From an optimization exercise on the open Yosys and OpenROAD flow, aimed at small area and few clock cycles; shortcuts taken in it are not production practice.
The RTL of this run was laid out without a check of its function.
Power is estimated from default activity; no workload was simulated.

[flow/config.mk]
export PLATFORM = sky130hd
export DESIGN_NAME = tlv_packet_attribute_parser
export DESIGN_NICKNAME = tlv_packet_attribute_parser
export VERILOG_FILES = /design/flow/design.v
export SDC_FILE = /design/flow/constraint.sdc
export NUM_CORES = 4
export LEC_CHECK = 0
export CAP_MARGIN = 20
export CORE_MARGIN = 2
export CORE_UTILIZATION = 40
export SLEW_MARGIN = 20
[flow/constraint.sdc]
create_clock -name core_clock -period 5.0 [get_ports {i_clk}]
set_input_delay 1.0000 -clock core_clock [delete_from_list [all_inputs] [get_ports {i_clk}]]
set_output_delay 1.0000 -clock core_clock [all_outputs]
set_load 0.01 [all_outputs]
[flow/design.v]
`timescale 1ns / 1ps
`default_nettype none
package tpap_pkg;
    localparam int OFFSET_BITS_DEF = 16;
    localparam int CFG_IDX_W = 3;
    localparam logic [CFG_IDX_W-1:0] CFG_SESSION = 3'd0;
    localparam logic [CFG_IDX_W-1:0] CFG_STATUS  = 3'd1;
    localparam logic [CFG_IDX_W-1:0] CFG_PAYLOAD = 3'd2;
    localparam logic [CFG_IDX_W-1:0] CFG_SIZE    = 3'd3;
    localparam logic [CFG_IDX_W-1:0] CFG_NAME    = 3'd4;
    localparam logic [7:0] RST_SESSION = 8'd1;
    localparam logic [7:0] RST_STATUS  = 8'd2;
    localparam logic [7:0] RST_PAYLOAD = 8'd3;
    localparam logic [7:0] RST_SIZE    = 8'd4;
    localparam logic [7:0] RST_NAME    = 8'd5;
    localparam logic [15:0] CODE_LEN_MIN = 16'd1;
    localparam logic [15:0] SIZE_LEN_MIN = 16'd4;
    localparam logic [2:0] SIZE_BYTES = 3'd4;
    localparam int RES_TDATA_W = 120;
    typedef struct packed {
        logic [7:0] session_code;
        logic [7:0] status_code;
        logic [7:0] payload_code;
        logic [7:0] size_code;
        logic [7:0] name_code;
    } t_codes;
    typedef struct packed {
        logic        truncated;
        logic [31:0] size_value;
        logic [7:0]  status_value;
        logic [15:0] payload_length;
        logic [15:0] payload_offset;
        logic [15:0] name_offset;
        logic [15:0] session_offset;
        logic [7:0]  packet_type;
        logic [7:0]  version;
    } t_result;
endpackage
`default_nettype wire
`timescale 1ns / 1ps
`default_nettype none
module tlv_packet_attribute_parser #(
    parameter int OFFSET_BITS = tpap_pkg::OFFSET_BITS_DEF
) (
    input  wire                                i_clk,
    input  wire                                i_rst_n,
    input  wire                                i_s_tvalid,
    output logic                               o_s_tready,
    input  wire  [7:0]                         i_s_tdata,   
    input  wire                                i_s_tlast,   
    output logic                               o_m_tvalid,
    input  wire                                i_m_tready,
    output logic [tpap_pkg::RES_TDATA_W-1:0]   o_m_tdata,
    output logic [0:0]                         o_m_tuser,   
    input  wire                                i_cfg_we,
    input  wire  [tpap_pkg::CFG_IDX_W-1:0]     i_cfg_idx,
    input  wire  [7:0]                         i_cfg_wdata
);
    localparam logic [1:0] PH_ATYPE = 2'd0;
    localparam logic [1:0] PH_LENHI = 2'd1;
    localparam logic [1:0] PH_LENLO = 2'd2;
    localparam logic [1:0] PH_VALUE = 2'd3;
    tpap_pkg::t_codes  r_codes;
    tpap_pkg::t_result r_sum;        
    logic              r_vld;        
    logic [1:0]        r_phase;
    logic [15:0]       r_pos;        
    logic [15:0]       r_len;        
    logic [15:0]       r_rem;        
    logic [2:0]        r_vi;         
    logic [31:0]       r_sa;         
    logic [4:0]        r_hit;        
    logic        w_xfer;
    logic        w_last;
    logic        w_first;
    logic        w_hdr;
    logic        w_pos_max;
    logic [15:0] w_pos_inc;
    logic [15:0] w_len;
    logic        w_done;
    logic        w_take;
    logic        w_stop;
    logic        w_val;
    logic [15:0] w_start;
    logic [31:0] w_sa;
    always_ff @(posedge i_clk) begin
        if (!i_rst_n) begin
            r_codes.session_code <= tpap_pkg::RST_SESSION;
            r_codes.status_code  <= tpap_pkg::RST_STATUS;
            r_codes.payload_code <= tpap_pkg::RST_PAYLOAD;
            r_codes.size_code    <= tpap_pkg::RST_SIZE;
            r_codes.name_code    <= tpap_pkg::RST_NAME;
        end else if (i_cfg_we) begin
            case (i_cfg_idx)
                tpap_pkg::CFG_SESSION: r_codes.session_code <= i_cfg_wdata;
                tpap_pkg::CFG_STATUS:  r_codes.status_code  <= i_cfg_wdata;
                tpap_pkg::CFG_PAYLOAD: r_codes.payload_code <= i_cfg_wdata;
                tpap_pkg::CFG_SIZE:    r_codes.size_code    <= i_cfg_wdata;
                tpap_pkg::CFG_NAME:    r_codes.name_code    <= i_cfg_wdata;
                default: ;
            endcase
        end
    end
    assign o_s_tready = !r_vld || i_m_tready;
    assign w_xfer     = i_s_tvalid && o_s_tready;
    assign w_last     = w_xfer && i_s_tlast;
    assign w_first   = (r_pos == 16'd0);
    assign w_hdr     = (r_pos[15:1] == 15'd0);
    assign w_pos_max = &r_pos;
    assign w_pos_inc = r_pos + 16'd1;
    assign w_len     = {r_len[15:8], i_s_tdata};
    assign w_done = (r_phase == PH_LENLO) ? (w_len == 16'd0) :
                    (r_phase == PH_VALUE) ? (r_rem == 16'd1) : 1'b0;
    assign w_stop = !w_hdr && !r_sum.truncated &&
                    (w_pos_max || (i_s_tlast && !w_done));
    assign w_take = !w_hdr && !r_sum.truncated && !w_pos_max && w_done;
    assign w_val  = (r_phase == PH_VALUE);
    always_comb begin
        w_sa = r_sa;
        case (r_vi)
            3'd0: w_sa[31:24] = i_s_tdata;
            3'd1: w_sa[23:16] = i_s_tdata;
            3'd2: w_sa[15:8]  = i_s_tdata;
            3'd3: w_sa[7:0]   = i_s_tdata;
            default: ;
        endcase
    end
    assign w_start = w_pos_inc - r_len;
    always_ff @(posedge i_clk) begin
        if (!i_rst_n || w_last) begin
            r_phase <= PH_ATYPE;
            r_pos   <= 16'd0;
        end else if (w_xfer) begin
            if (!w_pos_max) begin
                r_pos <= w_pos_inc;
            end
            if (!w_hdr) begin
                case (r_phase)
                    PH_ATYPE: r_phase <= PH_LENHI;
                    PH_LENHI: r_phase <= PH_LENLO;
                    PH_LENLO: r_phase <= w_done ? PH_ATYPE : PH_VALUE;
                    default:  r_phase <= w_done ? PH_ATYPE : PH_VALUE;
                endcase
            end
        end
    end
    always_ff @(posedge i_clk) begin
        if (w_xfer) begin
            case (r_phase)
                PH_ATYPE: begin
                    r_hit <= {i_s_tdata == r_codes.session_code,
                              i_s_tdata == r_codes.status_code,
                              i_s_tdata == r_codes.payload_code,
                              i_s_tdata == r_codes.size_code,
                              i_s_tdata == r_codes.name_code};
                end
                PH_LENHI: begin
                    r_len <= {i_s_tdata, 8'h00};
                end
                PH_LENLO: begin
                    r_len <= w_len;
                    r_rem <= w_len;
                    r_vi  <= 3'd0;
                end
                default: begin
                    r_rem <= r_rem - 16'd1;
                    if (!r_vi[2]) begin
                        r_vi <= r_vi + 3'd1;
                        r_sa <= w_sa;
                    end
                end
            endcase
        end
    end
    always_ff @(posedge i_clk) begin
        if (w_xfer) begin
            if (w_first) begin
                r_sum         <= '0;
                r_sum.version <= i_s_tdata;
            end else begin
                if (w_hdr) begin
                    r_sum.packet_type <= i_s_tdata;
                end
                if (w_stop) begin
                    r_sum.truncated <= 1'b1;
                end
                if (w_take) begin
                    if (r_hit[4]) begin
                        r_sum.session_offset <= w_start;
                    end
                    if (r_hit[0]) begin
                        r_sum.name_offset <= w_start;
                    end
                    if (r_hit[2]) begin
                        r_sum.payload_offset <= w_start;
                        r_sum.payload_length <= r_len;
                    end
                    if (r_hit[3] && w_val) begin
                        r_sum.status_value <= w_sa[31:24];
                    end
                    if (r_hit[1] && w_val && (r_vi[2] || r_vi == 3'd3)) begin
                        r_sum.size_value <= w_sa;
                    end
                end
            end
        end
    end
    always_ff @(posedge i_clk) begin
        if (!i_rst_n) begin
            r_vld <= 1'b0;
        end else if (w_last) begin
            r_vld <= 1'b1;
        end else if (i_m_tready) begin
            r_vld <= 1'b0;
        end
    end
    assign o_m_tvalid = r_vld;
    assign o_m_tdata  = {r_sum.size_value, r_sum.status_value, r_sum.payload_length,
                         r_sum.payload_offset, r_sum.name_offset, r_sum.session_offset,
                         r_sum.packet_type, r_sum.version};
    assign o_m_tuser  = r_sum.truncated;
endmodule
`default_nettype wire
[flow/run.sh]
#!/bin/bash
# synth_recipe.tcl (not shown) runs the flow's synth.tcl, then flattens the netlist and writes it again
# the make line also repeats each setting of config.mk as NAME=value (left out here)
make -C /OpenROAD-flow-scripts/flow DESIGN_CONFIG=/design/flow/config.mk WORK_HOME=/design/flow/orfs CLKGATE_MAP_FILE= SYNTH_SCRIPT=/design/flow/synth_recipe.tcl finish
==> metrics.md <==
| Metric | Value |
|---|---|
| Htree depth | 1 |
| Multi-input gate area | 4050 um^2 |
| Vias in the first global route | 7,026 |
| Die Span Y | 172 um |
| Max Clock Skew | 0.0164 ns |
| EDFF count, synth | 193 |
| Final number of hold-violating endpoints | 0 |
| Starting Density | 40.7% |
| Outcome | complete, no violations |
| Die area | 29,600 um^2 |
| Antenna violations before repair | 0 |
| Crit-path slowest cell | dfxtp_1 |
| Avg Cell Area, Syn | 12.0 um^2 |
| FF-to-FF Start | r_pos[1] |
| Lkg Pwr | 5.06 nW |
| Max-Cap Viols | 0 |
| Register area share after synthesis | 61.7% |
| Fin crit share | 72.1% |
| Clock network power share | 41.4% |
| First-pass iteration count of the detailed router | 4 |
| Num rows | 61 |
| Fin crit period | 3.60 ns |
| Sw Share | 22.2% |
| Synth warn | 1 |
| Unique masters post-synth | 66 |
| RSZ-0062 raised after global routing | false |
| Critical Path Fanout Max | 6 |
| Least-Margin Pin Slew | 0.907 ns |
| CTS tree | yes |
| Slew headroom | 39.3% |
| Pin count of the biggest net entering global routing | 48 |
| Clock Latency Late Sink | 0.54 ns |
| Fill count | 2,431 |
| Routed wire length | 25.3 mm |
| GRT Total Usage | 17.0% |
| CTS max path bufs | 3 |
| Worst Hold Class | register to register |
| Yosys top cell by area | edfxtp_1 |
| GRT overflow | 0 |
| Clk slew on worst S/H paths | 0.06 ns |
| Fin Hold WS | 0.474 ns |
| Vias | 7,279 |
| Post-CTS Hold Buffers | 0 |
| Worst stage delay on the critical path | 0.42 ns |
| Logic pwr share | 9.1% |
| Post-route ant nets | 0 |
| Fin. max-slew vios | 0 |
| Drt initial violations | 543 |
| Ys flop type | edfxtp_1 |
| Ports | 148 |
| Post-Place Setup Slack | 0.867 ns |
| Avg WL per Cell | 17.0 um |
| RD Place Congestion | 0.830 |
| First-pass GRT wire length | 39.1 mm |
| NumNets Final | 1,144 |
| Mapped Area | 11,300 um^2 |
| WP data arrival | 3.93 ns |
| Top post-synthesis cells by area | edfxtp_1, dfxtp_1, xnor2_1 |
| P&R area growth vs syn | 25.0% |
| Share of the synthesized area in the top cell type | 51.2% |
| Cts repair resizes | 0 |
| Share of layout cells above drive strength 1 | 8.99% |
| WP buf/inv | 0 |
| VDD IR max | 228 uV |
| Detail Placement HPWL | 17.5 mm |
| Family with the most delay on the worst path | compound AO/OA/AOI/OAI gates |
| Avg Vias per Cell | 4.89 |
| Die width | 172 um |
| Post-CTS Setup Bufs | 0 |
| Startpoint types | register |
| CTS Buf Count | 28 |
| Worst Setup SP | r_pos[1] |
| Drc violations | 0 |
| Setup TNS | 0 ns |
| Final worst setup slack | 1.40 ns |
| CP cell instances | ha_1, and3_2, and2_1, nand4_1, xnor2_1, ha_1, and2_1, a221o_1, a31oi_1, a21boi_0, o21ai_0, mux2i_1 |
| WP data required | 5.33 ns |
| Async set or reset register ratio after synthesis | 0% |
| Pwr dens | 342 nW/um^2 |
| Int Pwr | 3.76 mW |
| Critical path type | register to register |
| Min-delay src | r_codes[24] |
| Sequential share of power | 49.5% |
| Seq cells post-synth | 252 |
| FMAX | 0.278 GHz |
| Switching power | 1.08 mW |
| Worst setup EP type | register |
| Clock Tree Root | clkbuf_16 |
| Post-synthesis cell count | 944 |
| Endpoints failing setup | 0 |
| Number of port buffers | 147 |
| Register area | 6980 um^2 |
| Mapped Nets | 998 |
| CTS sink count | 252 |
| Antenna diode count | 0 |
| Core Footprint | 27,800 um^2 |
-- worst paths after layout --
check                end  slack (ns)  depth (start not counted)
max            r_sum[47]        1.40                         12
max reg2reg    r_sum[47]        1.40                         12
min          r_codes[24]        0.47                          2
min reg2reg  r_codes[24]        0.47                          2
-- tightest hold or removal path, cell delays in order, from the launching register on --
cell	delay, ns
dfxtp_1	0.31
nand2_1	0.05
a21boi_0	0.06
-- synthesized netlist by cell type, drive strengths merged (2+ instances only) --
cell type and number:
dfxtp 59, nand3 15, nor2b 8, edfxtp 193, nor4 12, mux2 28, or3 4, nand3b 2
a21oi 16, xnor2 66, mux2i 2, nand2b 11, a21o 13, xor2 23, o21ai 22, o31ai 3
a31oi 3, buf 16, a311oi 2, o21bai 2, or2 3, inv 30, o31a 2, a21boi 36
nor3b 2, and2 54, nor3 11, nand4 15, ha 28, clkbuf 29, a211oi 4, nand2 126
and4 3, and3 11, nor2 74
-- through the flow --
stage                     cells  instance area [um^2]  utilization [%]  total power, mW
final                      1490                 14100             50.9             4.84
after CTS                  1489                 14100             50.8             4.89
after global routing       1490                 14100             50.9             5.02
after detailed placement   1437                 13200             47.5             2.88
after floorplan             944                 11300                -             2.63
after global placement     1437                 13200             47.5             2.88
-- power by group through the flow --
stage / Combinational [mW] / Clock [mW] / Sequential [mW]
finish: 0.439 / 2.00 / 2.39
global route: 0.477 / 2.14 / 2.40
CTS: 0.441 / 2.05 / 2.40
detailed placement: 0.440 / 0 / 2.44
global placement: 0.434 / 0 / 2.44
floorplan: 0.151 / 0 / 2.48
-- flip-flops by register name, summed over array words and instances, names as in the netlist --
name / cells
r_vi: 3
r_sa: 32
r_len: 16
r_pos: 16
r_rem: 16
r_codes: 40
r_phase: 2
r_sum: 121
r_vld: 1
r_hit: 5
-- logic make-up after synthesis --
logic type,count (synthesis),share of synthesized area [%]
multiplexers,30,2.96
AO/OA/AOI/OAI,113,6.89
XOR/XNOR,89,6.89
flip-flops,252,61.7
AND/OR/NAND/NOR,355,15.6
adder cells (fa/ha/maj),29,3.27
buffers and inverters,76,2.69
-- cell type report --
cell class | instances | area share, %
sequential | 252 | 49.3
timing repair buffer | 161 | 11.3
multi-input combinational | 616 | 28.7
clock inverter | 10 | 0.460
tap | 378 | 3.34
clock buffer | 42 | 6.08
inverter | 31 | 0.823
-- routing by layer --
layer | vias up | part of all wire (%) | wire [um] | GRT usage, %
met5 | - | 0 | 0 | 0
met4 | 0 | 1.6 | 405 | 4.09
met3 | 27 | 4.3 | 1090 | 2.36
met2 | 153 | 47 | 11900 | 27.6
met1 | 3492 | 47 | 11900 | 24.4
li1 | 3607 | - | - | -
-- layout by cell type (no fill, tap or decap), types with 3 or more instances in the layout --
cell type	count
a211oi_1	4
a21boi_0	36
a21o_1	13
a21oi_1	16
a31oi_1	3
and2_1	54
and3_1	10
and4_1	3
buf_4	13
clkbuf_1	5
clkbuf_16	31
clkbuf_8	4
clkdlybuf4s50_1	147
clkinv_1	5
dfxtp_1	59
edfxtp_1	193
ha_1	28
inv_1	29
mux2_2	28
nand2_1	126
nand2b_1	11
nand3_1	15
nand4_1	13
nor2_1	72
nor2b_1	8
nor3_1	9
nor4_1	10
o21ai_0	21
or3_1	4
xnor2_1	66
xor2_1	23

port drivers added, routing unchanged:
How much do the figures lean on ideal ports? The routed layout below was timed once more, with nothing changed but the port constraints. Step 1, drivers: a clkbuf_16 drives i_clk and a buf_2 each remaining input, both assumed. Step 2 moves the port delays by t, midway between the first and last clock arrival at a register: inputs arrive t later, outputs are due t later. That takes back most of the time a late clock gives input paths. Three values: ideal ports, drivers, drivers and shift; two values: the first two.
shift t [ns]: 0.585
setup slack, ns: 1.397 / 1.397 / 0.903
worst setup path after step 2: input to register
slew at the worst register clock pin (ns): 0.06 / 0.06
cell pins on the clock port's net: 1
After both steps this run still meets setup and hold. For this run, drivers alone change the setup slack by 0.000 ns; drivers and shift together by -0.494 ns.
